Source: an optimization exercise on an open RTL-to-GDS flow (aim: a short achievable clock period and few clock cycles). Production flows keep margins and buffers that such runs may drop.
In this exercise RTL edits were held to simulation tests only and were not proved equivalent to the original.
No activity file was given, so power comes from the tool's default toggle rates.

== v46 ==
// riscv_core
module riscv_core (
	input  logic        clk,
	input  logic        nrst,         
	output logic        mem_valid,
	input  logic        mem_ready,
	output logic [31:0] mem_addr,
	output logic        mem_we,
	output logic [31:0] mem_wdata,
	input  logic        mem_rvalid,
	input  logic [31:0] mem_rdata
);
make LEC_CHECK=0 ABC_CLOCK_PERIOD_IN_PS=2500 CAP_MARGIN=20 CORE_MARGIN=2 CORE_UTILIZATION=55 CTS_CLUSTER_DIAMETER=70 CTS_CLUSTER_SIZE=25 SETUP_SLACK_MARGIN=4.75 SLEW_MARGIN=20 finish   # period 7.5 ns
run.sh (not shown) runs the stock make flow with config.mk's settings and CLKGATE_MAP_FILE= SYNTH_SCRIPT=/design/flow/synth_recipe.tcl, a recipe that flattens the netlist after the stock synthesis.
No crash in v46: every stage finished, but the layout fails its final checks due to antenna rules.
Testbench counts of v46, summed over its fixed seeds: cycles 27,346.
Inputs modified between v46 and v20:
- changing CORE_UTILIZATION from 55 to 62
- changing SETUP_SLACK_MARGIN from 4.75 to 4.8
Findings:
v20: no failed stages, no open violations at the end. Switching power share of the total delta for v20 relative to v46: 0.34 points higher. Summary of v20 over v46: leakage power summed over all cells essentially unchanged; logic gate share of total power saw an increase; hold slack moved up; width of the die down 5.8%. The switching power total number comes out higher for v20 vs v46. The post-layout minimum cycle time of v20 falls short of that of v46 by 64 ps. Clock-buffer cell count for v20: about 2.6% up relative to v46. Compared v46 against v20; multi-input logic area within noise. Setup slack in v20 is larger than in v46. The clock group share of total power was comparable across v20 and v46.
Edits applied to the flow inputs when going from v20 to v25:
- CORE_UTILIZATION now 55, was 62
- PLACE_DENSITY now 0.7, previously not set
--- outcome ---
The flow did not stop early for v25: all stages ran, and the layout cleared the timing, DRC and antenna checks. v25 ended with less met3 track demand over resource in global routing than v20. Compared with v20, in v25 site row count went up, final standard cell count with taps included and fillers excluded rose about 3%, global-route usage fell by 6.5 points, critical path depth decreased by 1 relative to the old numbers, sequential cell area share now sits at about the same level.

========
riscv_core, a different RTL version from the one above (not shown whole).
Size: ~6300 cells after synthesis, ~100 I/O pins, roughly 83000 µm² of cells after synthesis.
Settings: LEC_CHECK=0, ABC_CLOCK_PERIOD_IN_PS=2500, CAP_MARGIN=20, CORE_MARGIN=2, CORE_UTILIZATION=55, CTS_CLUSTER_DIAMETER=80, CTS_CLUSTER_SIZE=30, SETUP_SLACK_MARGIN=4.75, SLEW_MARGIN=20; clock period 7.5 ns.
The baseline completed with no timing, DRC or antenna violations.
Testbench counts at the start, summed over its fixed seeds: cycles 27,346.
Then changed:
- CTS_CLUSTER_DIAMETER: 80 -> 70
- CTS_CLUSTER_SIZE: 30 -> 25
Result: Die area does not change. Clock-buffer cell count increases by 20. Synthesized cell count does not change. Hold slack is about the same.

========
riscv_core with an RTL version that a note above also has.
Size: roughly 6800 cells after synthesis, roughly 2000 flip-flops, ~100 I/O pins, ~91000 um2 of cells after synthesis.
==> flow/config.mk <==
export PLATFORM = sky130hd
export DESIGN_NAME = riscv_core
export DESIGN_NICKNAME = riscv_core
export VERILOG_FILES = /design/flow/design.v
export SDC_FILE = /design/flow/constraint.sdc
export NUM_CORES = 4
export LEC_CHECK = 0
export ABC_CLOCK_PERIOD_IN_PS = 2500
export CAP_MARGIN = 20
export CORE_MARGIN = 2
export CORE_UTILIZATION = 55
export CTS_CLUSTER_DIAMETER = 70
export CTS_CLUSTER_SIZE = 25
export SETUP_SLACK_MARGIN = 4.8
export SLEW_MARGIN = 20
==> flow/constraint.sdc <==
create_clock -name core_clock -period 7.5 [get_ports {clk}]
set_input_delay 1.5000 -clock core_clock [delete_from_list [all_inputs] [get_ports {clk}]]
set_output_delay 1.5000 -clock core_clock [all_outputs]
set_load 0.01 [all_outputs]
The first run went through all stages and came out clean.
Testbench counts at the start, summed over its fixed seeds: cycles 27,346.
Then changed:
CORE_UTILIZATION = 58   (was 55)
PLACE_DENSITY = 0.65   (was unset)
Clock skew falls by 0.0075 ns. Flip-flop and latch count does not change. Sequential power barely changes. Critical path depth rises by 1. Worst setup slack degrades by 0.017 ns. Clock power goes down by about 2%. Hold slack loses 0.057 ns. Via count climbs by 1.4%. Core utilization goes up by 3.3 points.

[static timing again, ports no longer ideal]
In the flow no input, the clock included, has a driving cell. The finished layouts below were timed again as built, in two steps. Step 1, drivers: a clkbuf_16 drives clk and a buf_2 each remaining input, both assumed. Step 2 times the ports against the registers' clock, not the clock port: input delays grow and output delays shrink by t, the midpoint of the rising clock arrivals with the driver on. Three values: ideal ports, drivers, drivers and shift; two values: the first two.
| run | t, ns | setup WS [ns] | latest minus earliest clock arrival (ns) |
|---|---|---|---|
| v46 | 0.909 | 4.528 / 4.528 / 4.137 | 0.045 / 0.045 |
| v20 | 0.901 | 4.591 / 4.591 / 4.017 | 0.042 / 0.043 |
| v25 | 0.897 | 4.559 / 4.559 / 4.054 | 0.070 / 0.071 |
| the first run of note 2 | 0.857 | 4.569 / 4.569 / 4.025 | 0.060 / 0.059 |
| the second run of note 2 | 0.875 | 4.532 / 4.532 / 4.029 | 0.029 / 0.029 |
| the first run of note 3 | 0.893 | 4.605 / 4.605 / 4.027 | 0.047 / 0.047 |
| the second run of note 3 | 0.871 | 4.588 / 4.588 / 4.117 | 0.042 / 0.043 |
For the first run of note 3, which loses most, drivers alone change the setup slack by 0.000 ns; drivers and shift together by -0.578 ns.
